This is an optimization exercise on Yosys and OpenROAD, whose aim is small area, not a production implementation. Function was checked by simulation only, so behaviour that the tests miss may differ from the original. Power is estimated from default activity; no workload was simulated.

==> flow/design.v <==
module regfile_sb_aoi3 (
  input  logic [2:0] s,
  input  logic [2:0] d,
  output logic       y_n
);
  assign y_n = ~|(s & d);
endmodule
module regfile_sb_nand2 (
  input  logic s,
  input  logic d,
  output logic y_n
);
  assign y_n = ~(s & d);
endmodule
module regfile_sb_sel32 (
  input  logic [31:0] s,
  input  logic [31:0] d,
  output logic        y
);
  logic [11:0] n;
  for (genvar g = 0; g < 10; g++) begin : g_aoi3
    regfile_sb_aoi3 u (.s(s[3*g +: 3]), .d(d[3*g +: 3]), .y_n(n[g]));
  end
  regfile_sb_nand2 u_n30 (.s(s[30]), .d(d[30]), .y_n(n[10]));
  regfile_sb_nand2 u_n31 (.s(s[31]), .d(d[31]), .y_n(n[11]));
  assign y = ~&n;
endmodule
module regfile_sb #(
  parameter int XLEN     = 32,
  parameter int AW       = 5,
  parameter int ZERO_REG = 1
) (
  input  logic            CLK,
  input  logic            RST,
  input  logic [AW-1:0]   rs1,
  input  logic [AW-1:0]   rs2,
  output logic [XLEN-1:0] rs1_value,
  output logic [XLEN-1:0] rs2_value,
  input  logic [AW-1:0]   rd,
  input  logic [XLEN-1:0] indata,
  input  logic            RegWrite,
  input  logic            issue_valid,
  input  logic [AW-1:0]   issue_rd,
  input  logic            issue_wr,
  input  logic            use_rs1,
  input  logic            use_rs2,
  output logic            stall,
  output logic            rs1_busy,
  output logic            rs2_busy,
  output logic [AW:0]     pend_cnt
);
  localparam int NREG = 32;
  localparam logic [NREG-1:0] NOT0 = {{(NREG-1){1'b1}}, 1'b0};
  logic [XLEN-1:0] regs_q [NREG];
  logic [NREG-1:0] valid_q, busy_q;
  logic [AW-1:0]   cnt_q;
  logic [NREG-1:0] rd_oh, rs1_oh, rs2_oh, ird_oh;
  always_comb begin
    for (int i = 0; i < NREG; i++) begin
      rd_oh[i]  = (i != 0) && (rd == i);
      rs1_oh[i] = (i != 0) && (rs1 == i);
      rs2_oh[i] = (i != 0) && (rs2 == i);
      ird_oh[i] = (i != 0) && (issue_rd == i);
    end
  end
  logic [NREG-1:0] we;      
  logic [NREG-1:0] keep;    
  logic [NREG-1:0] bk;      
  assign we   = {NREG{RegWrite}} & rd_oh;
  assign keep = valid_q & ~we;
  assign bk   = busy_q & ~we;
  logic fwd1, fwd2;
  assign fwd1 = RegWrite && (rd != '0) && (rd == rs1);
  assign fwd2 = RegWrite && (rd != '0) && (rd == rs2);
  logic [NREG-1:0] sel1, sel2;
  assign sel1 = (rs1_oh & keep) | {{(NREG-1){1'b0}}, fwd1};
  assign sel2 = (rs2_oh & keep) | {{(NREG-1){1'b0}}, fwd2};
  for (genvar b = 0; b < XLEN; b++) begin : g_rd
    logic [NREG-1:0] col;
    assign col[0] = indata[b];
    for (genvar i = 1; i < NREG; i++) begin : g_col
      assign col[i] = regs_q[i][b];
    end
    regfile_sb_sel32 u_p1 (.s(sel1), .d(col), .y(rs1_value[b]));
    regfile_sb_sel32 u_p2 (.s(sel2), .d(col), .y(rs2_value[b]));
  end
  logic waw_busy, busy_rd;
  regfile_sb_sel32 u_b1 (.s(rs1_oh), .d(bk),     .y(rs1_busy));
  regfile_sb_sel32 u_b2 (.s(rs2_oh), .d(bk),     .y(rs2_busy));
  regfile_sb_sel32 u_bw (.s(ird_oh), .d(bk),     .y(waw_busy));
  regfile_sb_sel32 u_br (.s(we),     .d(busy_q), .y(busy_rd));
  assign stall = issue_valid &&
                 ((use_rs1 && rs1_busy) || (use_rs2 && rs2_busy) || (issue_wr && waw_busy));
  logic set_en;
  assign set_en = issue_valid && !stall && issue_wr && (issue_rd != '0);
  always_ff @(posedge CLK or posedge RST) begin
    if (RST) begin
      valid_q <= '0;
      busy_q  <= '0;
      cnt_q   <= '0;
    end else begin
      valid_q <= (valid_q | we) & NOT0;
      busy_q  <= (bk | ({NREG{set_en}} & ird_oh)) & NOT0;
      cnt_q   <= cnt_q + {{(AW-1){1'b0}}, set_en} - {{(AW-1){1'b0}}, busy_rd};
    end
  end
  always_ff @(posedge CLK) begin
    for (int i = 1; i < NREG; i++)
      if (we[i]) regs_q[i] <= indata;
  end
  assign pend_cnt = {1'b0, cnt_q};
endmodule
==> flow/flow/run.sh <==
#!/bin/bash
# Own layout flow: the standard ORFS flow (standard synthesis unchanged),
# with three layout settings changed:
#   - CTS: larger sink clusters on clkbuf_16 and no dummy loads
#   - port buffers use buf_1 (repair_design upsizes where needed)
#   - power recovery (downsizing of non-critical cells) after global route
# Each tool's output goes to the ORFS logs under orfs/logs; make's own
# output goes to flow_make.log in this folder.
set -uo pipefail
bash standard.sh \
  "CTS_ARGS=-sink_clustering_enable -repair_clock_nets -dont_use_dummy_load -buf_list sky130_fd_sc_hd__clkbuf_16 -sink_clustering_size 24 -sink_clustering_max_diameter 80" \
  "BUFFER_PORTS_ARGS=-buffer_cell sky130_fd_sc_hd__buf_1" \
  RECOVER_POWER=100 \
  finish > flow_make.log 2>&1
==> flow/standard.sh <==
#!/bin/bash
# synth_recipe.tcl (not shown) runs the flow's synth.tcl, then flattens the netlist and writes it again
# the make line also repeats each setting of config.mk as NAME=value (left out here)
make -C /OpenROAD-flow-scripts/flow DESIGN_CONFIG=/design/flow/config.mk WORK_HOME=/design/flow/orfs CLKGATE_MAP_FILE= SYNTH_SCRIPT=/design/flow/synth_recipe.tcl "${@:-finish}"
==> flow/config.mk <==
export PLATFORM = sky130hd
export DESIGN_NAME = regfile_sb
export DESIGN_NICKNAME = regfile_sb
export VERILOG_FILES = /design/flow/design.v
export SDC_FILE = /design/flow/constraint.sdc
export NUM_CORES = 4
export LEC_CHECK = 0
export CAP_MARGIN = 20
export CORE_MARGIN = 2
export CORE_UTILIZATION = 50
export SETUP_SLACK_MARGIN = 0.0
export SLEW_MARGIN = 20
export SYNTH_HIERARCHICAL = 1
==> flow/constraint.sdc <==
create_clock -name core_clock -period 7.0 [get_ports {CLK}]
set_input_delay 1.4000 -clock core_clock [delete_from_list [all_inputs] [get_ports {CLK}]]
set_output_delay 1.4000 -clock core_clock [all_outputs]
set_load 0.01 [all_outputs]
==> impl_metrics.json, run 1 <==
{
  "status": "complete, but fails checks",
  "so_faults": "max-capacitance violations, max-slew violations",
  "drive_gt1_share_pct": 8.38,
  "drc": 0,
  "synth_ff_type": "edfxtp_1",
  "cts_setup_buffers": 0,
  "grt_pass1_vias": 31900,
  "finalNonFillerCells": 4071,
  "drt_pre_antenna_iters": 13,
  "p_leak_nw": 14.4,
  "synth_top_area_cell": "edfxtp_1",
  "wl_um": 165000,
  "cts_tree": "done",
  "crit_chain": "clkbuf_1, nand4_1, clkbuf_1, o21ai_0, nor3_2, buf_4, a222oi_1, nand4_1, or3_1, buf_1",
  "clockBufferDepth": 3,
  "nFillCells": 6748,
  "met3_length_um": 25200,
  "period_share_pct": 94.0,
  "setup.worst_path.class": "primary input to primary output",
  "vias": 32800,
  "start_util_pct": 50.5,
  "ys_seq_area_share_pct": 73.1,
  "met2_length_um": 72400,
  "slew_headroom_pct": -168,
  "io_pins": 132,
  "rsz0062_at_grt": "no",
  "maxSlewViolCount": 1578,
  "hp-class": "register to register",
  "grt_pass1_wl_um": 229000,
  "syn_inst": 2634,
  "r2r_slack_ps": 3150,
  "syn_area_per_cell_sq_um": 16.3,
  "met1_length_um": 54700,
  "ff2ff_path_depth": 15,
  "maxCapViolations": 46,
  "r2r-end": "cnt_q[4]$_DFF_PP0_",
  "ys_types": 41,
  "hold_viol": 0,
  "crit_buf_inv": 4,
  "fin_tns_setup_ps": 0,
  "hold_depth": 1,
  "top_layer_used": "met5",
  "synth_top_area_share_pct": 69.2,
  "core_area_sq_um": 85300,
  "drt-initial-drc-count": 8370,
  "final_nets": 2990,
  "via_per_inst": 8.05,
  "multi_input_area_sq_um": 11800,
  "synth_area_leaders": "edfxtp_1 (69%), a222oi_1 (16%), dfrtp_1 (3.9%)",
  "tightest_slew_ps": 4020,
  "antenna_found_initial": 3,
  "chipHeight_um": 297,
  "ir_drop_mv": 0.223,
  "grt_use_total_pct": 35.9,
  "holdPathEnd": "valid_q[27]$_DFF_PP0_",
  "num_rows": 107,
  "skew_ps": 36.8,
  "min_period_ps": 6580,
  "syn2layout_area_growth_pct": 10.1,
  "synth_common_cells": "edfxtp_1 (992), a222oi_1 (680), nand4_1 (208)",
  "cts_resized": 0,
  "grt_overflow": 0,
  "cts.sinks": 1059,
  "cts.htree.levels": 2,
  "cp_max_fo": 32,
  "port_buffers": 130,
  "clock.fmax_ghz": 0.152,
  "synth-edff-count": 992,
  "hp-start": "valid_q[27]$_DFF_PP0_",
  "synthesis.area_sq_um": 43100,
  "crit_path_end_kind": "primary output",
  "max_stage_delay_ps": 570,
  "crit_family": "buffers and inverters",
  "dp.final_hpwl_um": 92700,
  "clock-root-buffer": "clkbuf_16",
  "place_congestion": 0.950,
  "dieArea_sq_um": 88500,
  "fin_ws_ps": 417,
  "hold_buffers": 0,
  "whs_ps": 469,
  "dp_cells": 4014,
  "timing.rr.start": "busy_q[15]$_DFF_PP0_",
  "clk_latency_ps": 630,
  "synth_most_common_cell": "edfxtp_1",
  "ys_ff_latch": 1059,
  "crit_required_ps": 5600,
  "cts_made_buffers": 53,
  "synth-warning-count": 8,
  "dp_worst_setup_slack_ps": 769,
  "ff_latch_area_sq_um": 31500,
  "chipWidth_um": 297,
  "arrival_ps": 5180,
  "post-route-util_pct": 55.6,
  "ant_nets": 0,
  "power_density_nw_per_um2": 243,
  "setup_violations": 0,
  "clk_pin_slew_ps": 50,
  "grt_max_degree": 68,
  "drt-wirelength-per-cell_um": 40.5,
  "slowest_stage": "or3_1",
  "cp-start-kind": "primary input",
  "ys_async_sr_fraction_pct": 6.33
}
[modules after synthesis, one instance, submodules excluded]
module            flops+latches  times used  cell area, sq um  cells inside
regfile_sb_nand2              0         136              3.75             1
regfile_sb_sel32              0          68              25.0             4
regfile_sb_aoi3               0         680              10.0             1
regfile_sb                 1059           1             34000          1546
[worst max path at each step]
stage	to	cells after the start	from	slack (ps)
after floorplan	rs2_value[0]	7	rs2[2]	800
after global placement	rs2_value[29]	11	rd[1]	830
after detailed placement	rs1_value[16]	9	rd[2]	770
after CTS	rs2_value[25]	9	rd[2]	760
after global routing	rs2_value[14]	11	rd[1]	400
final	rs2_value[21]	10	rd[1]	420
[area by class of cell]
class | count | area share, %
multi-input combinational | 1506 | 24.8
clock buffer | 53 | 2.80
tap | 1144 | 3.02
antenna | 4 | 0.0211
sequential | 1059 | 66.4
inverter | 28 | 0.222
timing repair buffer | 277 | 2.76
[cells by family after synthesis]
kind of cell / count (synthesis) / share of synthesized area (%)
other cells: 1 / 0.00871
compound gates: 772 / 17.1
xor+xnor: 14 / 0.285
simple gates: 705 / 8.62
buf+inv: 77 / 0.729
fa+ha+maj: 6 / 0.192
flops: 1059 / 73.1
[worst reg2reg max path: stages, from the launching register on]
cell and delay [ps]:
dfrtp_1 390, o21ai_0 110, inv_1 150, a222oi_1 360
nand4_1 240, or3_1 440, and3b_1 350, o211ai_1 240
ha_1 330, inv_1 50, ha_1 160, inv_1 60
fa_1 430, nand2b_1 180, a21oi_1 180, xnor2_1 140
[power by group]
part           total, mW  switching [mW]  internal [mW]  leakage, nW
clock               3.25            1.90           1.35        0.653
combinational       1.11           0.799          0.310         3.97
sequential          7.16          0.0847           7.08         9.76
[metrics by stage]
step / power, mW / cell area, sq um
after detailed placement: 8.38 / 46400
after global placement: 8.35 / 46400
final: 11.5 / 47400
after CTS: 11.5 / 47700
after floorplan: 7.79 / 43100
after global routing: 11.8 / 47400
[sequential cells by signal, indices dropped and copies added (netlist names)]
register  flops
busy_q       31
cnt_q         5
regs_q      992
valid_q      31
[layer usage]
layer,vias to the layer above,GRT usage [%]
met1,16200,46.7
met5,-,0
met2,3168,54.3
li1,12900,-
met4,4,23.1
met3,529,8.79
[layout by cell type (no fill, tap or decap), types with 5 or more instances in the layout]
| cell | count |
|---|---|
| nor2_1 | 105 |
| edfxtp_1 | 992 |
| nand2b_1 | 13 |
| buf_4 | 71 |
| ha_1 | 5 |
| clkbuf_16 | 53 |
| o21a_1 | 11 |
| nand4_1 | 208 |
| a222oi_1 | 680 |
| conb_1 | 9 |
| nor3_2 | 52 |
| o21bai_1 | 11 |
| buf_1 | 110 |
| nand2_1 | 148 |
| dfrtp_1 | 67 |
| xnor2_1 | 9 |
| and3_2 | 6 |
| or3_1 | 71 |
| o21ai_0 | 58 |
| nor2_4 | 23 |
| nand3b_1 | 12 |
| clkbuf_1 | 96 |
| xor2_1 | 5 |
| nand4b_1 | 6 |
| or2_2 | 34 |
| inv_1 | 26 |
| nand3_1 | 6 |
==> run 2, diff against run 1 <==
--- a/flow/flow/run.sh
+++ b/flow/flow/run.sh
@@ -2,6 +2,5 @@
 # Own layout flow: the standard ORFS flow (standard synthesis unchanged),
-# with three layout settings changed:
+# with two layout settings changed:
 #   - CTS: larger sink clusters on clkbuf_16 and no dummy loads
 #   - port buffers use buf_1 (repair_design upsizes where needed)
-#   - power recovery (downsizing of non-critical cells) after global route
 # Each tool's output goes to the ORFS logs under orfs/logs; make's own
@@ -12,3 +11,2 @@
   "BUFFER_PORTS_ARGS=-buffer_cell sky130_fd_sc_hd__buf_1" \
-  RECOVER_POWER=100 \
   finish > flow_make.log 2>&1
==> run 2 against run 1 <==
Now clean on timing, DRC and antenna; critical path depth fell by 1; clock power barely moved; global-route usage did not move; sequential share of layout area fell by 0.45 points; non-clock buffer count did not move; utilization rose by 0.38 points; total power barely moved; fmax rose by 2.2%; combinational power barely moved; setup slack improved by 140 ps; via count rose by 0.16%; largest power group unchanged; design area rose by 0.69%.
==> impl_metrics.json, run 2 <==
{
  "drt-wirelength-per-cell_um": 40.5,
  "antenna_found_initial": 3,
  "chipHeight_um": 297,
  "syn_area_per_cell_sq_um": 16.3,
  "synth-warning-count": 8,
  "drt_pre_antenna_iters": 14,
  "ant_nets": 0,
  "multi_input_area_sq_um": 11800,
  "hold_viol": 0,
  "slew_headroom_pct": 22.3,
  "clk_pin_slew_ps": 70,
  "clockBufferDepth": 3,
  "power_mw": 11.5,
  "pwr-share-clk_pct": 28.2,
  "p_leak_nw": 14.7,
  "ys_async_sr_fraction_pct": 6.33,
  "ir_drop_mv": 0.225,
  "largest_reg_flops": 992,
  "cts_resized": 0,
  "arrival_ps": 5040,
  "grt_pass1_wl_um": 229000,
  "syn2layout_area_growth_pct": 10.8,
  "grt_overflow": 0,
  "crit_path_start": "rd[0]",
  "drive_gt1_share_pct": 11.4,
  "via_per_inst": 8.06,
  "power_frac_comb_pct": 9.8,
  "status": "timing/DRC/antenna clean",
  "swShare_pct": 24.2,
  "cp-endpoint": "rs2_value[21]",
  "hold_buffers": 0,
  "cp_max_fo": 32,
  "place_congestion": 0.950,
  "r2r-end": "cnt_q[4]$_DFF_PP0_",
  "ff_latch_area_sq_um": 31500,
  "wl_um": 165000,
  "min_period_ps": 6440,
  "clock.fmax_ghz": 0.155,
  "grt_pass1_vias": 31900,
  "ys_ff_latch": 1059,
  "chipWidth_um": 297,
  "core_area_sq_um": 85300,
  "synth_most_common_cell": "edfxtp_1",
  "clock-root-buffer": "clkbuf_16",
  "synthesis.area_sq_um": 43100,
  "start_util_pct": 50.5,
  "p_switching_mw": 2.78,
  "synth_area_leaders": "edfxtp_1 (69%), a222oi_1 (16%), dfrtp_1 (3.9%)",
  "skew_ps": 38.1,
  "period_share_pct": 92.1,
  "synth_common_cells": "edfxtp_1 (992), a222oi_1 (680), nand4_1 (208)",
  "port_buffers": 130,
  "syn_inst": 2634,
  "num_rows": 107,
  "power_frac_seq_pct": 62.1,
  "dieArea_sq_um": 88500,
  "timing.rr.start": "busy_q[15]$_DFF_PP0_",
  "tightest_slew_ps": 1170,
  "dp.final_hpwl_um": 92700,
  "p_int_mw": 8.74,
  "crit_path_end_kind": "primary output",
  "nFillCells": 6664,
  "cts_tree": "done",
  "whs_ps": 468,
  "synth_top_area_cell": "edfxtp_1",
  "ys_seq_area_share_pct": 73.1,
  "crit_required_ps": 5600,
  "setup.worst_path.class": "primary input to primary output",
  "cp-start-kind": "primary input",
  "ff2ff_path_depth": 15,
  "maxCapViolations": 0,
  "cts.sinks": 1059,
  "r2r_slack_ps": 3140,
  "grt_use_total_pct": 35.9,
  "max_flop_register": "regs_q",
  "reg.largest.list": "regs_q: 992 flops, busy_q: 31 flops, valid_q: 31 flops",
  "final_common_cell": "edfxtp_1",
  "synth_ff_type": "edfxtp_1",
  "clk_latency_ps": 620,
  "grt_max_degree": 68,
  "cts_setup_buffers": 0,
  "vias": 32800,
  "ys_types": 41,
  "setup_violations": 0,
  "cts.htree.levels": 2,
  "fin_tns_setup_ps": 0,
  "synth-edff-count": 992,
  "cts_made_buffers": 53,
  "hp-class": "register to register",
  "rsz0062_at_grt": "no",
  "power_density_nw_per_um2": 241,
  "maxSlewViolCount": 0,
  "final_cell_mix": "edfxtp_1 (992), a222oi_1 (680), nand4_1 (208)",
  "final_nets": 2990,
  "drc": 0,
  "io_pins": 132,
  "drt-initial-drc-count": 8154,
  "synth_top_area_share_pct": 69.2
}
==> run 2: cell type report <==
type	count	share of cell area, %
sequential	1059	65.9
multi-input combinational	1506	24.7
timing repair buffer	277	3.33
tap	1144	3.00
clock buffer	53	2.78
inverter	28	0.220
antenna	3	0.0157
==> run 2: kinds of logic (layout without fill, tap and decap cells) <==
family,count (synthesis),in the layout,synth area share (%)
AOI/OAI and AO/OA,772,772,17.1
adders and majority gates,6,6,0.192
DFF,1059,1059,73.1
other,1,12,0.00871
and+or+nand+nor,705,705,8.62
buffers and inverters,77,358,0.729
xor gates and xnor gates,14,14,0.285
==> run 2: how the worst min path moves through the flow <==
stage               cells past startpoint  slack [ps]             startpoint                     to
floorplan                               1         430  valid_q[10]$_DFF_PP0_  valid_q[10]$_DFF_PP0_
global placement                        1         440   valid_q[9]$_DFF_PP0_   valid_q[9]$_DFF_PP0_
detailed placement                      1         450   valid_q[1]$_DFF_PP0_   valid_q[1]$_DFF_PP0_
CTS                                     1         460  valid_q[27]$_DFF_PP0_  valid_q[27]$_DFF_PP0_
global route                            1         470  valid_q[27]$_DFF_PP0_  valid_q[27]$_DFF_PP0_
finish                                  1         470  valid_q[23]$_DFF_PP0_  valid_q[23]$_DFF_PP0_
==> run 2: per-layer routing <==
metal | track usage, % | wire [um] | vias up
met5 | 0 | 34 | -
met4 | 23.1 | 12300 | 4
met3 | 8.79 | 24100 | 547
met2 | 54.3 | 72800 | 3110
met1 | 46.7 | 55700 | 16300
li1 | - | - | 12900
==> run 2: power by group through the flow <==
stage	clock network (mW)	logic, mW	registers (mW)
after floorplan	0	0.518	7.28
after global placement	0	1.06	7.29
after detailed placement	0	1.09	7.29
after CTS	3.25	1.09	7.15
after global routing	3.45	1.16	7.17
final	3.24	1.12	7.15
==> run 2: critical path: stages <==
cell and delay [ps]:
buf_1 220, nand2b_1 600, o21ai_0 600, nor3_2 90
buf_4 360, a222oi_1 490, nand4_1 530, or3_1 560
buf_1 150
==> run 2: through the flow <==
stage	setup slack, ps	std cells	utilization [%]	cell area [sq um]
global placement	833	4014	54.4	46400
floorplan	799	2642	-	43100
CTS	764	4067	56.0	47700
finish	556	4070	56.0	47700
detailed placement	769	4014	54.4	46400
global route	528	4067	56.0	47700
==> run 2: modules after synthesis, one instance, submodules excluded <==
module	flops+latches	area, sq um
regfile_sb_nand2	0	3.75
regfile_sb_aoi3	0	10.0
regfile_sb	1059	34000
regfile_sb_sel32	0	25.0
==> run 3, diff against run 2 <==
==> flow/run.sh (new file) <==
#!/bin/bash
# synth_recipe.tcl (not shown) runs the flow's synth.tcl, then flattens the netlist and writes it again
# the make line also repeats each setting of config.mk as NAME=value (left out here)
make -C /OpenROAD-flow-scripts/flow DESIGN_CONFIG=/design/flow/config.mk WORK_HOME=/design/flow/orfs CLKGATE_MAP_FILE= SYNTH_SCRIPT=/design/flow/synth_recipe.tcl finish
--- a/flow/config.mk
+++ b/flow/config.mk
@@ -10,3 +10,6 @@
 export CORE_UTILIZATION = 50
-export SETUP_SLACK_MARGIN = 0.0
+export CTS_BUF_LIST = sky130_fd_sc_hd__clkbuf_16
+export CTS_CLUSTER_DIAMETER = 80
+export CTS_CLUSTER_SIZE = 24
+export SETUP_SLACK_MARGIN = 0.3
 export SLEW_MARGIN = 20
removed: flow/flow/run.sh
removed: flow/standard.sh
==> run 3 against run 2 <==
Global-route usage hardly changed; critical path type unchanged; still clean on timing, DRC and antenna; largest cell class unchanged; utilization up 2.3 points; critical endpoint is now rs1_value[1]; fmax down 3.9%.
==> impl_metrics.json, run 3 <==
{
  "slew_headroom_pct": 21.2,
  "synth_ff_type": "edfxtp_1",
  "ys_seq_area_share_pct": 73.1,
  "drc": 0,
  "grt_pass1_wl_um": 228000,
  "hold_buffers": 0,
  "final_cell_mix": "edfxtp_1 (992), a222oi_1 (680), nand4_1 (208)",
  "clock.fmax_ghz": 0.149,
  "maxSlewViolCount": 0,
  "antenna_found_initial": 1,
  "cp-start-kind": "primary input",
  "grt_use_total_pct": 36.0,
  "num_rows": 107,
  "cts.htree.levels": 2,
  "synth-warning-count": 8,
  "finalNonFillerCells": 4141,
  "fin_tns_setup_ps": 0,
  "dieArea_sq_um": 88500,
  "synth_top_area_share_pct": 69.2,
  "ir_drop_mv": 0.202,
  "port_buffers": 130,
  "setup.worst_path.class": "primary input to primary output",
  "crit_required_ps": 5600,
  "largest_reg_flops": 992,
  "final_common_cell": "edfxtp_1",
  "cp_max_fo": 32,
  "grt_max_degree": 68,
  "synth-edff-count": 992,
  "dp.final_hpwl_um": 97400,
  "arrival_ps": 5300,
  "ys_ff_latch": 1059,
  "chipWidth_um": 297,
  "dp_cells": 4053,
  "power_density_nw_per_um2": 239,
  "synth_area_leaders": "edfxtp_1 (69%), a222oi_1 (16%), dfrtp_1 (3.9%)",
  "tightest_slew_ps": 1180,
  "final_nets": 3031,
  "clockBufferDepth": 3,
  "nFillCells": 6522,
  "reg.largest.list": "regs_q: 992 flops, busy_q: 31 flops, valid_q: 31 flops",
  "drt-wirelength-per-cell_um": 39.7,
  "ant_nets": 0,
  "ys_types": 41,
  "drive_gt1_share_pct": 13.3,
  "syn2layout_area_growth_pct": 15.4,
  "maxCapViolations": 0,
  "via_per_inst": 7.89,
  "syn_area_per_cell_sq_um": 16.3,
  "wl_um": 164000,
  "vias": 32700,
  "synth_common_cells": "edfxtp_1 (992), a222oi_1 (680), nand4_1 (208)",
  "syn_inst": 2634,
  "cts.sinks": 1059,
  "cts_made_buffers": 53,
  "post-route-util_pct": 58.2,
  "clk_latency_ps": 640,
  "io_pins": 132,
  "period_share_pct": 95.8,
  "hold_viol": 0,
  "core_area_sq_um": 85300,
  "cts_tree": "done",
  "r2r_slack_ps": 3000,
  "ys_async_sr_fraction_pct": 6.33,
  "start_util_pct": 50.5,
  "chipHeight_um": 297,
  "skew_ps": 13.8,
  "synth_top_area_cell": "edfxtp_1",
  "min_period_ps": 6700,
  "rsz0062_at_grt": "yes",
  "whs_ps": 472,
  "clock-root-buffer": "clkbuf_16",
  "grt_overflow": 0,
  "place_congestion": 0.996,
  "grt_pass1_vias": 31300,
  "hp-class": "register to register",
  "status": "timing/DRC/antenna clean",
  "crit_path_end_kind": "primary output",
  "setup_violations": 0,
  "synth_most_common_cell": "edfxtp_1",
  "synthesis.area_sq_um": 43100,
  "clk_pin_slew_ps": 90,
  "drt-initial-drc-count": 8327,
  "p_leak_nw": 15.5,
  "max_flop_register": "regs_q",
  "drt_pre_antenna_iters": 14
}
-- run 3: report_power, final --
group	total (mW)	switching, mW	internal (mW)
sequential	7.15	0.0842	7.07
combinational	1.29	0.805	0.480
clock	3.41	1.97	1.44
-- run 3: kinds of logic after synthesis --
| group | share of synthesized area (%) |
|---|---|
| other | 0.00871 |
| AO/OA/AOI/OAI | 17.1 |
| flip-flops | 73.1 |
| AND/OR/NAND/NOR | 8.62 |
| XOR/XNOR | 0.285 |
| buffers and inverters | 0.729 |
| adder cells (fa/ha/maj) | 0.192 |
-- run 3: area by class of cell --
| cell class | count | area (sq um) | share of cell area [%] |
|---|---|---|---|
| well taps | 1144 | 1430 | 2.88 |
| repair buffers | 318 | 3260 | 6.56 |
| clock inverters | 29 | 211 | 0.426 |
| flip-flops and latches | 1059 | 31500 | 63.4 |
| inverters | 28 | 105 | 0.212 |
| diodes | 4 | 10.0 | 0.0202 |
| clock buffers | 53 | 1330 | 2.67 |
| multi-input cells | 1506 | 11900 | 23.9 |
-- run 3: timing repair --
action / CTS / global route
pin swaps: 1 / 4
setup buffers: 0 / 2
gates cloned: 0 / 0
setup endpoints to repair: 2 / 62
resized for setup: 0 / 22
-- run 3: path summary, 6_finish.rpt --
| path | cells after the start | end | from |
|---|---|---|---|
| setup reg to reg | 16 | cnt_q[4]$_DFF_PP0_ | busy_q[15]$_DFF_PP0_ |
| max in group asynchronous | 3 | busy_q[15]$_DFF_PP0_ | RST |
| hold / removal | 1 | valid_q[31]$_DFF_PP0_ | valid_q[31]$_DFF_PP0_ |
| setup / recovery | 9 | rs1_value[1] | rd[1] |
| min in group asynchronous | 3 | cnt_q[0]$_DFF_PP0_ | RST |
| hold reg to reg | 1 | valid_q[31]$_DFF_PP0_ | valid_q[31]$_DFF_PP0_ |
-- run 3: modules after synthesis, one instance, submodules excluded --
module            flip-flops and latches  times used
regfile_sb                          1059           1
regfile_sb_aoi3                        0         680
regfile_sb_nand2                       0         136
regfile_sb_sel32                       0          68
-- run 3: through the flow --
step                power, mW  cell area, sq um  worst slack (ps)
floorplan                7.79             43100               799
global route             12.2             49700               236
detailed placement       8.55             48100               273
CTS                      11.9             49600               271
global placement         8.52             48000              82.8
finish                   11.9             49700               297
-- run 3: critical path, cell delays in order --
cell             delay (ps)
clkdlybuf4s50_1         660
or4b_4                  760
o21ai_1                 260
nor3_2                   90
buf_12                  200
a222oi_1                390
nand4_1                 470
or3_1                   530
clkdlybuf4s50_1         490
-- run 3: routing by layer --
layer | global-route usage [%] | vias up | part of all wire [%]
met2 | 55.2 | 3035 | 44
met4 | 21.6 | 0 | 7.5
met5 | 0 | - | 0
met3 | 7.40 | 469 | 14
met1 | 47.6 | 16200 | 34
li1 | - | 13000 | -
==> run 4, diff against run 3 <==
--- a/flow/design.v
+++ b/flow/design.v
@@ -13,2 +13,11 @@
   assign y_n = ~(s & d);
+endmodule
+module regfile_sb_cell (
+  input  logic w,
+  input  logic wn,
+  input  logic c,
+  input  logic q,
+  output logic d
+);
+  assign d = ~((wn | c) & (w | q));
 endmodule
@@ -53,5 +62,7 @@
   localparam logic [NREG-1:0] NOT0 = {{(NREG-1){1'b1}}, 1'b0};
-  logic [XLEN-1:0] regs_q [NREG];
+  logic [XLEN-1:0] regs_q [NREG];    
+  logic [XLEN-1:0] regs_d [NREG];
   logic [NREG-1:0] valid_q, busy_q;
   logic [AW-1:0]   cnt_q;
+  logic            phase_q;
   logic [NREG-1:0] rd_oh, rs1_oh, rs2_oh, ird_oh;
@@ -74,2 +85,4 @@
   assign fwd2 = RegWrite && (rd != '0) && (rd == rs2);
+  logic [XLEN-1:0] col;
+  assign col = indata ^ {XLEN{phase_q}};
   logic [NREG-1:0] sel1, sel2;
@@ -77,10 +90,16 @@
   assign sel2 = (rs2_oh & keep) | {{(NREG-1){1'b0}}, fwd2};
+  logic pf1, pf2;
+  assign pf1 = phase_q & (fwd1 | (|(rs1_oh & valid_q)));
+  assign pf2 = phase_q & (fwd2 | (|(rs2_oh & valid_q)));
   for (genvar b = 0; b < XLEN; b++) begin : g_rd
-    logic [NREG-1:0] col;
-    assign col[0] = indata[b];
+    logic [NREG-1:0] rcol;
+    logic            y1, y2;
+    assign rcol[0] = col[b];
     for (genvar i = 1; i < NREG; i++) begin : g_col
-      assign col[i] = regs_q[i][b];
+      assign rcol[i] = regs_q[i][b];
     end
-    regfile_sb_sel32 u_p1 (.s(sel1), .d(col), .y(rs1_value[b]));
-    regfile_sb_sel32 u_p2 (.s(sel2), .d(col), .y(rs2_value[b]));
+    regfile_sb_sel32 u_p1 (.s(sel1), .d(rcol), .y(y1));
+    regfile_sb_sel32 u_p2 (.s(sel2), .d(rcol), .y(y2));
+    assign rs1_value[b] = y1 ^ pf1;
+    assign rs2_value[b] = y2 ^ pf2;
   end
@@ -100,2 +119,3 @@
       cnt_q   <= '0;
+      phase_q <= 1'b0;
     end else begin
@@ -104,7 +124,13 @@
       cnt_q   <= cnt_q + {{(AW-1){1'b0}}, set_en} - {{(AW-1){1'b0}}, busy_rd};
+      phase_q <= ~phase_q;
     end
   end
-  always_ff @(posedge CLK) begin
-    for (int i = 1; i < NREG; i++)
-      if (we[i]) regs_q[i] <= indata;
+  logic [NREG-1:0] wen;
+  assign wen = ~we;
+  for (genvar i = 1; i < NREG; i++) begin : g_word
+    for (genvar b = 0; b < XLEN; b++) begin : g_bit
+      regfile_sb_cell u_c (.w(we[i]), .wn(wen[i]), .c(col[b]), .q(regs_q[i][b]),
+                           .d(regs_d[i][b]));
+    end
+    always_ff @(posedge CLK) regs_q[i] <= regs_d[i];
   end
==> flow/flow/run.sh (new file) <==
#!/bin/bash
# Own layout flow: the standard ORFS flow (standard synthesis unchanged),
# with two layout settings changed:
#   - CTS: larger sink clusters on clkbuf_16 and no dummy loads
#   - port buffers use buf_1 (repair_design upsizes where needed)
# Each tool's output goes to the ORFS logs under orfs/logs; make's own
# output goes to flow_make.log in this folder.
set -uo pipefail
bash standard.sh \
  "CTS_ARGS=-sink_clustering_enable -repair_clock_nets -dont_use_dummy_load -buf_list sky130_fd_sc_hd__clkbuf_16 -sink_clustering_size 24 -sink_clustering_max_diameter 80" \
  "BUFFER_PORTS_ARGS=-buffer_cell sky130_fd_sc_hd__buf_1" \
  finish > flow_make.log 2>&1
==> flow/standard.sh (new file) <==
#!/bin/bash
# synth_recipe.tcl (not shown) runs the flow's synth.tcl, then flattens the netlist and writes it again
# the make line also repeats each setting of config.mk as NAME=value (left out here)
make -C /OpenROAD-flow-scripts/flow DESIGN_CONFIG=/design/flow/config.mk WORK_HOME=/design/flow/orfs CLKGATE_MAP_FILE= SYNTH_SCRIPT=/design/flow/synth_recipe.tcl "${@:-finish}"
--- a/flow/config.mk
+++ b/flow/config.mk
@@ -10,6 +10,3 @@
 export CORE_UTILIZATION = 50
-export CTS_BUF_LIST = sky130_fd_sc_hd__clkbuf_16
-export CTS_CLUSTER_DIAMETER = 80
-export CTS_CLUSTER_SIZE = 24
-export SETUP_SLACK_MARGIN = 0.3
+export SETUP_SLACK_MARGIN = 0.2
 export SLEW_MARGIN = 20
removed: flow/run.sh
==> run 4 against run 3 <==
Flip-flop and latch count is 1 higher; cell count grew 27%; setup slack lost 77 ps; combinational power grew 110%; utilization is 0.63 points lower.
==> impl_metrics.json, run 4 <==
{
  "r2r_slack_ps": 2770,
  "synth-edff-count": 0,
  "cp_max_fo": 11,
  "grt_pass1_vias": 43500,
  "clock.fmax_ghz": 0.147,
  "ys_async_sr_fraction_pct": 6.42,
  "cts_tree": "done",
  "num_rows": 104,
  "vias": 45400,
  "final_nets": 4250,
  "cts_made_buffers": 53,
  "clock-root-buffer": "clkbuf_16",
  "period_share_pct": 96.9,
  "drive_gt1_share_pct": 9.01,
  "chipWidth_um": 290,
  "ys_types": 54,
  "setup.worst_path.class": "primary input to primary output",
  "ant_nets": 0,
  "holdPathEnd": "regs_q[4][17]$_DFF_P_",
  "slew_headroom_pct": 13.9,
  "min_period_ps": 6780,
  "dp_cells": 5185,
  "cp-start-kind": "primary input",
  "antenna_found_initial": 14,
  "synth_top_area_cell": "dfxtp_1",
  "setup_violations": 0,
  "nFillCells": 6895,
  "rsz0062_at_grt": "no",
  "crit_required_ps": 5600,
  "dieArea_sq_um": 84000,
  "dp.final_hpwl_um": 136000,
  "power_density_nw_per_um2": 316,
  "port_buffers": 130,
  "power_mw": 14.7,
  "maxSlewViolCount": 0,
  "io_pins": 132,
  "drc": 0,
  "place_congestion": 1.02,
  "ff_latch_area_sq_um": 21600,
  "ff2ff_path_depth": 16,
  "ys_seq_area_share_pct": 52.8,
  "clockBufferDepth": 3,
  "chipHeight_um": 290,
  "synth_most_common_cell": "o22ai_1",
  "largest_reg_flops": 992,
  "final_cell_mix": "o22ai_1 (997), dfxtp_1 (992), a222oi_1 (681)",
  "multi_input_area_sq_um": 19700,
  "cts.htree.levels": 2,
  "grt_use_total_pct": 48.8,
  "crit_path_end_kind": "primary output",
  "r2r-end": "cnt_q[4]$_DFF_PP0_",
  "fin_tns_setup_ps": 0,
  "grt_overflow": 0,
  "core_area_sq_um": 80700,
  "hp-class": "register to register",
  "ir_drop_mv": 0.215,
  "maxCapViolations": 0,
  "drt-initial-drc-count": 11100,
  "cts_setup_buffers": 0,
  "cts.sinks": 1060,
  "tightest_slew_ps": 1280,
  "clk_pin_slew_ps": 80,
  "hold_viol": 0,
  "p_leak_nw": 16.8,
  "synth_common_cells": "o22ai_1 (997), dfxtp_1 (992), a222oi_1 (681)",
  "clk_latency_ps": 700,
  "hp-start": "regs_q[4][17]$_DFF_P_",
  "syn_area_per_cell_sq_um": 10.7,
  "skew_ps": 94.5,
  "via_per_inst": 8.65,
  "wl_um": 216000,
  "syn_inst": 3810,
  "syn2layout_area_growth_pct": 13.7,
  "reg.largest.list": "regs_q: 992 flops, busy_q: 31 flops, valid_q: 31 flops",
  "start_util_pct": 50.7,
  "synth_ff_type": "dfxtp_1",
  "whs_ps": 478,
  "finalNonFillerCells": 5248,
  "arrival_ps": 5380,
  "drt-wirelength-per-cell_um": 41.2,
  "timing.rr.start": "busy_q[11]$_DFF_PP0_",
  "max_flop_register": "regs_q",
  "synthesis.area_sq_um": 40900,
  "synth_area_leaders": "dfxtp_1 (49%), a222oi_1 (17%), o22ai_1 (15%)",
  "status": "timing/DRC/antenna clean",
  "grt_pass1_wl_um": 306000,
  "final_common_cell": "o22ai_1",
  "ys_ff_latch": 1060,
  "grt_max_degree": 69,
  "synth-warning-count": 10,
  "drt_pre_antenna_iters": 21,
  "hold_depth": 1,
  "synth_top_area_share_pct": 48.6,
  "cts_resized": 0,
  "hold_buffers": 0
}
run 4: cell types whose count changed in the layout (fill, tap and decap cells not counted), sizes merged, moves of 27 or more:
cell,before,now
nor2,128,91
o21ai,58,4
nand2b,13,40
xor2,5,36
clkdlybuf4s50,130,0
and3,8,36
buf,188,360
or2,35,5
o22ai,0,997
edfxtp,992,0
dfxtp,0,992
xnor2,9,74
nand2,148,218
run 4: report_power, final:
group	internal, mW	switching, mW
clock network	1.35	2.01
registers	7.49	1.20
logic	1.09	1.56
total	9.93	4.77
run 4: critical path: stages:
cell,delay (ps)
buf_1,360
nand2b_1,140
nor2_1,590
nand2_2,220
nand2_1,180
nor3_2,170
buf_4,260
a222oi_1,600
nand4_1,530
or3_1,530
xnor2_1,180
buf_1,180
run 4: cells by family (layout without fill, tap and decap cells):
group | count (synthesis) | count (layout) | share of synthesized area, %
AO/OA/AOI/OAI | 1739 | 1739 | 33.2
flip-flops | 1060 | 1060 | 52.8
AND/OR/NAND/NOR | 774 | 774 | 9.88
XOR/XNOR | 110 | 110 | 2.36
buffers and inverters | 99 | 464 | 1.12
multiplexers | 21 | 21 | 0.514
adder cells (fa/ha/maj) | 6 | 6 | 0.202
other | 1 | 14 | 0.00918
run 4: per-layer routing:
layer	GRT usage [%]	share of wire, %	vias up
li1	-	-	17700
met1	61.2	34	21700
met2	68.3	39	4913
met3	20.4	18	1093
met4	32.1	8.4	6
met5	0.510	0.018	-
run 4: worst max-delay path by stage:
| stage | start | endpoint | cells after the start |
|---|---|---|---|
| after floorplan | rd[4] | rs1_value[0] | 9 |
| after global placement | rs2[2] | rs2_value[31] | 13 |
| after detailed placement | rs1[3] | rs1_value[8] | 10 |
| after CTS | rs2[2] | rs2_value[31] | 13 |
| after global routing | rd[4] | rs1_value[23] | 12 |
| final | rd[4] | rs1_value[5] | 12 |
run 4: per-stage QoR:
stage | instance area, sq um | utilization [%] | setup slack [ps]
floorplan | 40900 | - | 271
global placement | 45000 | 55.7 | 498
detailed placement | 45000 | 55.8 | 499
CTS | 46300 | 57.4 | 495
global route | 46500 | 57.6 | 222
finish | 46500 | 57.6 | 220
run 4: final cells by class:
cell class              count  area share (%)
well taps                1060            2.85
clock buffers              53            2.85
diodes                      5          0.0269
multi-input cells        2659            42.4
repair buffers            360            5.10
flip-flops and latches   1060            46.4
inverters                  51           0.412
run 4: modules after synthesis (local to each module, per instance):
module | area (sq um) | cells inside
regfile_sb_aoi3 | 10.0 | 1
regfile_sb | 25600 | 1730
regfile_sb_nand2 | 3.75 | 1
regfile_sb_sel32 | 25.0 | 4
regfile_sb_cell | 6.26 | 1
==> run 5, diff against run 4 <==
==> flow/flow/run.sh (replaced) <==
#!/bin/bash
# Own layout flow: the standard ORFS flow. Synthesis runs first, alone and
# unchanged (bash standard.sh synth). The layout steps after it then run with
# these settings changed:
#   - CTS: larger sink clusters on clkbuf_16 and no dummy loads
#   - port buffers use buf_1 (repair_design upsizes where needed)
#   - the _2/_4 XOR/XNOR cells are added to the platform's don't-use list, so
#     repair buffers a heavily loaded XOR instead of upsizing it
# Tool output: ORFS writes each step's log under orfs/logs; make's own output
# goes to flow_synth.log and flow_make.log in this folder.
set -uo pipefail
bash standard.sh synth > flow_synth.log 2>&1 || exit 1
DU="sky130_fd_sc_hd__probe_p_8 sky130_fd_sc_hd__probec_p_8 sky130_fd_sc_hd__lpflow_bleeder_1 sky130_fd_sc_hd__lpflow_clkbufkapwr_1 sky130_fd_sc_hd__lpflow_clkbufkapwr_16 sky130_fd_sc_hd__lpflow_clkbufkapwr_2 sky130_fd_sc_hd__lpflow_clkbufkapwr_4 sky130_fd_sc_hd__lpflow_clkbufkapwr_8 sky130_fd_sc_hd__lpflow_clkinvkapwr_1 sky130_fd_sc_hd__lpflow_clkinvkapwr_16 sky130_fd_sc_hd__lpflow_clkinvkapwr_2 sky130_fd_sc_hd__lpflow_clkinvkapwr_4 sky130_fd_sc_hd__lpflow_clkinvkapwr_8 sky130_fd_sc_hd__lpflow_decapkapwr_12 sky130_fd_sc_hd__lpflow_decapkapwr_3 sky130_fd_sc_hd__lpflow_decapkapwr_4 sky130_fd_sc_hd__lpflow_decapkapwr_6 sky130_fd_sc_hd__lpflow_decapkapwr_8 sky130_fd_sc_hd__lpflow_inputiso0n_1 sky130_fd_sc_hd__lpflow_inputiso0p_1 sky130_fd_sc_hd__lpflow_inputiso1n_1 sky130_fd_sc_hd__lpflow_inputiso1p_1 sky130_fd_sc_hd__lpflow_inputisolatch_1 sky130_fd_sc_hd__lpflow_isobufsrc_1 sky130_fd_sc_hd__lpflow_isobufsrc_16 sky130_fd_sc_hd__lpflow_isobufsrc_2 sky130_fd_sc_hd__lpflow_isobufsrc_4 sky130_fd_sc_hd__lpflow_isobufsrc_8 sky130_fd_sc_hd__lpflow_isobufsrckapwr_16 sky130_fd_sc_hd__lpflow_lsbuf_lh_hl_isowell_tap_1 sky130_fd_sc_hd__lpflow_lsbuf_lh_hl_isowell_tap_2 sky130_fd_sc_hd__lpflow_lsbuf_lh_hl_isowell_tap_4 sky130_fd_sc_hd__lpflow_lsbuf_lh_isowell_4 sky130_fd_sc_hd__lpflow_lsbuf_lh_isowell_tap_1 sky130_fd_sc_hd__lpflow_lsbuf_lh_isowell_tap_2 sky130_fd_sc_hd__lpflow_lsbuf_lh_isowell_tap_4 sky130_fd_sc_hd__xor2_2 sky130_fd_sc_hd__xor2_4 sky130_fd_sc_hd__xnor2_2 sky130_fd_sc_hd__xnor2_4"
bash standard.sh \
  "DONT_USE_CELLS=$DU" \
  "CTS_ARGS=-sink_clustering_enable -repair_clock_nets -dont_use_dummy_load -buf_list sky130_fd_sc_hd__clkbuf_16 -sink_clustering_size 24 -sink_clustering_max_diameter 80" \
  "BUFFER_PORTS_ARGS=-buffer_cell sky130_fd_sc_hd__buf_1" \
  finish > flow_make.log 2>&1
==> run 5 against run 4 <==
Global-route usage grew 0.48 points; combinational power is essentially flat; still clean on timing, DRC and antenna; count of clock-buffer cells in the layout shrank 1; design area shrank 1.1%; die area is the same; cell count grew 0.32%; highest routed layer unchanged; largest power group unchanged; flip-flop and latch count is the same; critical path type unchanged; critical endpoint unchanged; worst hold slack gained 3.6 ps; register-to-register slack lost 70 ps; routed wire length grew 0.83%; fmax grew 1.4%; first-iteration DRC count grew 3.5%.
==> impl_metrics.json, run 5 <==
{
  "via_per_inst": 8.64,
  "grt_max_degree": 69,
  "ys_seq_area_share_pct": 52.8,
  "place_congestion": 1.05,
  "synthesis.area_sq_um": 40900,
  "vias": 45500,
  "clock.fmax_ghz": 0.150,
  "synth-warning-count": 10,
  "hold_buffers": 0,
  "clk_latency_ps": 700,
  "slowest_stage": "or3_1",
  "wl_um": 218000,
  "cts.htree.levels": 2,
  "setup_violations": 0,
  "drc": 0,
  "core_area_sq_um": 80700,
  "cts_tree": "done",
  "setup.worst_path.class": "primary input to primary output",
  "crit_family": "simple AND/OR/NAND/NOR gates",
  "ys_types": 54,
  "status": "timing/DRC/antenna clean",
  "ff2ff_path_depth": 16,
  "num_rows": 104,
  "final_cell_mix": "o22ai_1 (997), dfxtp_1 (992), a222oi_1 (681)",
  "chipWidth_um": 290,
  "slew_headroom_pct": 14.8,
  "final_nets": 4269,
  "r2r-end": "cnt_q[4]$_DFF_PP0_",
  "dieArea_sq_um": 84000,
  "crit_buf_inv": 4,
  "cp-start-kind": "primary input",
  "grt_pass1_vias": 43400,
  "synth_common_cells": "o22ai_1 (997), dfxtp_1 (992), a222oi_1 (681)",
  "tightest_slew_ps": 1270,
  "cts_setup_buffers": 0,
  "hp-start": "regs_q[21][2]$_DFF_P_",
  "grt_pass1_wl_um": 308000,
  "clockBufferDepth": 3,
  "p_leak_nw": 16.8,
  "power_mw": 14.7,
  "arrival_ps": 5290,
  "syn_area_per_cell_sq_um": 10.7,
  "io_pins": 132,
  "final_common_cell": "o22ai_1",
  "max_flop_register": "regs_q",
  "hold_depth": 1,
  "cts_made_buffers": 52,
  "placed_cell_area_sq_um": 44600,
  "hp-class": "register to register",
  "synth_ff_type": "dfxtp_1",
  "stdcell_area_sq_um": 46000,
  "rsz0062_at_grt": "no",
  "grt_overflow": 0,
  "ys_ff_latch": 1060,
  "syn2layout_area_growth_pct": 12.5,
  "cts_resized": 0,
  "period_share_pct": 95.5,
  "largest_reg_flops": 992,
  "multi_input_area_sq_um": 19100,
  "synth-edff-count": 0,
  "nFillCells": 6966,
  "grt_use_total_pct": 49.3,
  "crit_required_ps": 5600,
  "min_period_ps": 6690,
  "timing.rr.start": "busy_q[15]$_DFF_PP0_",
  "synth_top_area_share_pct": 48.6,
  "ir_drop_mv": 0.231,
  "drt-wirelength-per-cell_um": 41.4,
  "dp.final_hpwl_um": 138000,
  "crit_chain": "buf_1, nand2b_1, buf_4, nor3_1, and3_1, buf_4, a222oi_1, nand4_1, or3_1, xnor2_1, buf_1",
  "maxCapViolations": 0,
  "clock-root-buffer": "clkbuf_16",
  "holdPathEnd": "regs_q[21][2]$_DFF_P_",
  "port_buffers": 130,
  "synth_area_leaders": "dfxtp_1 (49%), a222oi_1 (17%), o22ai_1 (15%)",
  "ant_nets": 0,
  "cp_max_fo": 20,
  "hold_viol": 0,
  "reg.largest.list": "regs_q: 992 flops, busy_q: 31 flops, valid_q: 31 flops",
  "crit_path_end_kind": "primary output",
  "synth_top_area_cell": "dfxtp_1",
  "synth_most_common_cell": "o22ai_1",
  "start_util_pct": 50.7,
  "max_stage_delay_ps": 590,
  "drive_gt1_share_pct": 8.73,
  "chipHeight_um": 290,
  "fin_tns_setup_ps": 0,
  "power_density_nw_per_um2": 319,
  "maxSlewViolCount": 0,
  "ff_latch_area_sq_um": 21600,
  "skew_ps": 92.0,
  "ys_async_sr_fraction_pct": 6.42,
  "syn_inst": 3810,
  "cts.sinks": 1060,
  "drt-initial-drc-count": 11500,
  "drt_pre_antenna_iters": 22,
  "antenna_found_initial": 13,
  "clk_pin_slew_ps": 90,
  "r2r_slack_ps": 2700
}
-- run 5: changes by cell type in the layout (fill, tap and decap cells not counted), sizes merged --
cell   delta
buf      +19
diode     -2
-- run 5: worst max-delay path by stage --
stage / endpoint / cells past startpoint / from / slack [ps]
finish: rs1_value[5] / 11 / rs1[3] / 310
global route: rs2_value[5] / 12 / rs2[0] / 360
CTS: rs1_value[10] / 11 / rd[3] / 660
detailed placement: cnt_q[4]$_DFF_PP0_ / 22 / rd[3] / 590
global placement: cnt_q[4]$_DFF_PP0_ / 22 / rd[2] / 580
floorplan: rs1_value[0] / 9 / rd[4] / 270
-- run 5: cell families after synthesis --
family | count (synthesis) | share of synthesized area [%]
compound gates | 1739 | 33.2
buf+inv | 99 | 1.12
other cells | 1 | 0.00918
flops | 1060 | 52.8
mux | 21 | 0.514
fa+ha+maj | 6 | 0.202
simple gates | 774 | 9.88
xor+xnor | 110 | 2.36
-- run 5: through the flow --
step	instances	utilization [%]	worst slack (ps)	hold WS, ps
4_1_cts	5261	56.9	659	478
2_1_floorplan	3818	-	271	441
6_report	5265	57.0	313	481
3_5_place_dp	5209	55.3	585	459
5_1_grt	5263	57.0	359	491
3_3_place_gp	5207	55.3	577	449
-- run 5: cell type report --
type	instances	area share (%)
flip-flops and latches	1060	46.9
well taps	1060	2.89
repair buffers	380	5.38
diodes	3	0.0163
clock buffers	52	2.83
inverters	51	0.417
multi-input cells	2659	41.5
-- run 5: per-module statistics from Yosys (local to each module, per instance) --
| module | times used | flops+latches |
|---|---|---|
| regfile_sb_cell | 992 | 0 |
| regfile_sb_nand2 | 136 | 0 |
| regfile_sb_aoi3 | 680 | 0 |
| regfile_sb | 1 | 1060 |
| regfile_sb_sel32 | 68 | 0 |
-- run 5: worst register-to-register path: cells and delay by family, from the launching register on --
| family | cells | cell delay, ps |
|---|---|---|
| fa+ha+maj | 3 | 840 |
| simple gates | 3 | 960 |
| flops | 1 | 440 |
| compound gates | 5 | 1460 |
| buf+inv | 4 | 400 |
| xor+xnor | 1 | 130 |
-- run 5: layer usage --
metal | global-route usage (%) | wire length, um | vias to the layer above
met4 | 33.6 | 18900 | 14
met5 | 0 | 90 | -
met1 | 61.4 | 74000 | 21800
li1 | - | - | 17700
met3 | 20.3 | 38400 | 1171
met2 | 69.3 | 86800 | 4764
-- run 5: power breakdown --
part	leakage [nW]	total (mW)	switching [mW]	internal, mW
Combinational	6.80	2.64	1.56	1.08
Sequential	9.34	8.70	1.20	7.49
Clock	0.641	3.33	2.00	1.32
Total	16.8	14.7	4.76	9.90
==> run 6, diff against run 5 <==
--- a/flow/flow/run.sh
+++ b/flow/flow/run.sh
@@ -4,3 +4,3 @@
 # these settings changed:
-#   - CTS: larger sink clusters on clkbuf_16 and no dummy loads
+#   - CTS: sink clusters of up to 16 on clkbuf_8, and no dummy loads
 #   - port buffers use buf_1 (repair_design upsizes where needed)
@@ -15,3 +15,3 @@
   "DONT_USE_CELLS=$DU" \
-  "CTS_ARGS=-sink_clustering_enable -repair_clock_nets -dont_use_dummy_load -buf_list sky130_fd_sc_hd__clkbuf_16 -sink_clustering_size 24 -sink_clustering_max_diameter 80" \
+  "CTS_ARGS=-sink_clustering_enable -repair_clock_nets -dont_use_dummy_load -buf_list sky130_fd_sc_hd__clkbuf_8 -sink_clustering_size 16 -sink_clustering_max_diameter 60" \
   "BUFFER_PORTS_ARGS=-buffer_cell sky130_fd_sc_hd__buf_1" \
--- a/flow/config.mk
+++ b/flow/config.mk
@@ -9,3 +9,4 @@
 export CORE_MARGIN = 2
-export CORE_UTILIZATION = 50
+export CORE_UTILIZATION = 60
+export PLACE_DENSITY = 0.8
 export SETUP_SLACK_MARGIN = 0.2
==> run 6 against run 5 <==
Synthesized cell count stayed put; worst hold slack got worse by 4.0 ps; total power fell by 3.4%; register-to-register slack improved by 20 ps; design area decreased by 1.6%; critical path depth is 1 lower; global-route usage is 0.91 points higher; first-iteration DRC count rose by 2.9%; setup slack worse by 90 ps; area after synthesis unchanged; still clean on timing, DRC and antenna.
==> impl_metrics.json, run 6 <==
{
  "synth_top_area_cell": "dfxtp_1",
  "r2r-end": "cnt_q[4]$_DFF_PP0_",
  "cp_max_fo": 20,
  "drt-initial-drc-count": 11800,
  "ant_nets": 0,
  "synth_ff_type": "dfxtp_1",
  "period_share_pct": 96.8,
  "r2r_slack_ps": 2720,
  "place_congestion": 1.14,
  "grt_overflow": 0,
  "cts_resized": 0,
  "start_util_pct": 60.7,
  "hold_buffers": 0,
  "antenna_found_initial": 15,
  "chipHeight_um": 265,
  "synth_common_cells": "o22ai_1 (997), dfxtp_1 (992), a222oi_1 (681)",
  "cts.sinks": 1060,
  "drc": 0,
  "p_leak_nw": 16.5,
  "max_flop_register": "regs_q",
  "hp-start": "regs_q[15][30]$_DFF_P_",
  "holdPathEnd": "regs_q[15][30]$_DFF_P_",
  "syn2layout_area_growth_pct": 10.7,
  "crit_path_end_kind": "primary output",
  "slew_headroom_pct": 18.2,
  "dp.final_hpwl_um": 118000,
  "max_stage_delay_ps": 770,
  "synthesis.area_sq_um": 40900,
  "skew_ps": 124,
  "maxCapViolations": 0,
  "wl_um": 186000,
  "dieArea_sq_um": 70200,
  "hold_viol": 0,
  "rsz0062_at_grt": "no",
  "pwr-share-clk_pct": 21.1,
  "grt_use_total_pct": 50.2,
  "setup_violations": 0,
  "p_switching_mw": 4.55,
  "clk_pin_slew_ps": 60,
  "reg.largest.list": "regs_q: 992 flops, busy_q: 31 flops, valid_q: 31 flops",
  "cp-start-kind": "primary input",
  "crit_path_start": "rs1[0]",
  "drt-wirelength-per-cell_um": 36.5,
  "ir_drop_mv": 0.254,
  "power_frac_comb_pct": 17.5,
  "via_per_inst": 8.74,
  "maxSlewViolCount": 0,
  "power_frac_seq_pct": 61.4,
  "synth_area_leaders": "dfxtp_1 (49%), a222oi_1 (17%), o22ai_1 (15%)",
  "clock.fmax_ghz": 0.148,
  "ys_seq_area_share_pct": 52.8,
  "drive_gt1_share_pct": 8.43,
  "cts.htree.levels": 3,
  "grt_pass1_vias": 40900,
  "crit_chain": "buf_1, nand2b_1, nor3_1, and3_1, buf_4, a222oi_1, nand4_1, or3_1, xnor2_1, buf_1",
  "final_cell_mix": "o22ai_1 (997), dfxtp_1 (992), a222oi_1 (681)",
  "hp-class": "register to register",
  "syn_area_per_cell_sq_um": 10.7,
  "chipWidth_um": 265,
  "clock-root-buffer": "clkbuf_8",
  "synth_top_area_share_pct": 48.6,
  "grt_max_degree": 69,
  "port_buffers": 130,
  "synth_most_common_cell": "o22ai_1",
  "vias": 44400,
  "p_int_mw": 9.61,
  "grt_pass1_wl_um": 267000,
  "slowest_stage": "and3_1",
  "num_rows": 95,
  "hold_depth": 1,
  "synth-edff-count": 0,
  "cts_setup_buffers": 0,
  "core_area_sq_um": 67300,
  "ys_types": 54,
  "drt_pre_antenna_iters": 20,
  "crit_required_ps": 5600,
  "synth-warning-count": 10,
  "cts_tree": "done",
  "tightest_slew_ps": 1230,
  "multi_input_area_sq_um": 19100,
  "timing.rr.start": "busy_q[2]$_DFF_PP0_",
  "min_period_ps": 6780,
  "status": "timing/DRC/antenna clean",
  "ys_ff_latch": 1060,
  "clk_latency_ps": 760,
  "fin_tns_setup_ps": 0,
  "post-route-util_pct": 67.2,
  "syn_inst": 3810,
  "ff_latch_area_sq_um": 21600,
  "io_pins": 132,
  "setup.worst_path.class": "primary input to primary output",
  "nFillCells": 5349,
  "largest_reg_flops": 992,
  "swShare_pct": 32.1,
  "crit_top_cell": "buf_1",
  "ff2ff_path_depth": 15,
  "final_nets": 4265,
  "arrival_ps": 5380,
  "clockBufferDepth": 3,
  "final_common_cell": "o22ai_1",
  "power_density_nw_per_um2": 313,
  "ys_async_sr_fraction_pct": 6.42,
  "cts_made_buffers": 82
}
-- run 6: power groups by stage --
stage               Sequential, mW  Combinational [mW]  Clock [mW]
finish                        8.69                2.48        2.99
CTS                           8.61                2.36        2.95
detailed placement            8.71                2.37           0
floorplan                     8.42                1.61           0
global route                  8.83                2.60        3.16
global placement              8.69                2.28           0
-- run 6: per-module statistics from Yosys, one instance, submodules excluded --
module	cells inside	flip-flops and latches	cell area (sq um)
regfile_sb	1730	1060	25600
regfile_sb_sel32	4	0	25.0
regfile_sb_aoi3	1	0	10.0
regfile_sb_cell	1	0	6.26
regfile_sb_nand2	1	0	3.75
-- run 6: layer usage --
metal / track usage (%) / up-vias / wire, um / share of wire (%)
met5: 1.11 / - / 296 / 0.16
met3: 24.2 / 1119 / 36200 / 20
met4: 22.1 / 16 / 11600 / 6.2
met2: 71.7 / 4664 / 74200 / 40
met1: 64.1 / 20900 / 63300 / 34
li1: - / 17700 / - / -
-- run 6: worst max-delay path by stage --
stage                               end  slack [ps]  depth (start not counted)
after floorplan            rs1_value[0]         270                          9
after global placement    rs1_value[15]         650                         12
after detailed placement   rs1_value[3]         650                         10
after CTS                  rs1_value[2]         630                         10
after global routing      rs1_value[25]         320                         10
final                     rs1_value[13]         220                         10
-- run 6: cells by family after synthesis --
group | share of synthesized area, %
buf+inv | 1.12
flops | 52.8
xor+xnor | 2.36
fa+ha+maj | 0.202
mux | 0.514
other cells | 0.00918
compound gates | 33.2
simple gates | 9.88
-- run 6: cell type report --
type | instances | share of cell area, %
clock buffers | 82 | 2.50
multi-input cells | 2659 | 42.2
repair buffers | 346 | 4.78
diodes | 9 | 0.0498
flip-flops and latches | 1060 | 47.7
well taps | 873 | 2.42
inverters | 51 | 0.423
-- run 6: critical path, delay by kind of cell --
kind | cells | cell delay [ps]
simple gates | 5 | 2480
buf+inv | 3 | 1140
compound gates | 1 | 180
xor+xnor | 1 | 130
-- run 6: per-stage QoR --
step	power (mW)	hold WS (ps)	cells	worst slack, ps	instance area [sq um]
finish	14.2	477	5080	223	45200
global route	14.6	487	5073	322	45200
CTS	13.9	475	5071	634	45200
detailed placement	11.1	458	4989	651	44100
global placement	11.0	449	4989	652	44100
floorplan	10.0	441	3818	271	40900

re-timing with driven ports:
The results above use ideal ports. As a check the final layouts listed here were re-extracted and re-timed, cells and wires unchanged.
Step 1 assumes that a clkbuf_16 drives the clock port and a buf_2 every other input.
Step 2 moves the port delays by t, midway between the first and last clock arrival at a register: inputs arrive t later, outputs are due t later. That takes back most of the time a late clock gives input paths.
Three values: ideal, step 1, step 2; two values: the first two.
run | shift t [ns] | slack for setup (ns) | latest minus earliest clock arrival (ns) | worst data-port slew with drivers (ns) | cell pins on the clock port's net
run 1 | 0.697 | 0.417 / 0.385 / 0.385 | 0.075 / 0.075 | 0.06 | 1
run 2 | 0.695 | 0.556 / 0.530 / 0.530 | 0.079 / 0.078 | 0.05 | 1
run 3 | 0.717 | 0.297 / 0.250 / 0.250 | 0.034 / 0.034 | 0.08 | 1
run 4 | 0.718 | 0.220 / 0.186 / 0.186 | 0.099 / 0.098 | 0.06 | 1
run 5 | 0.715 | 0.313 / 0.276 / 0.276 | 0.108 / 0.108 | 0.11 | 1
run 6 | 0.760 | 0.223 / 0.190 / 0.190 | 0.125 / 0.125 | 0.04 | 1
The setup slack of run 3, which loses most, moves by -0.047 ns with the drivers and by -0.047 ns with both steps.
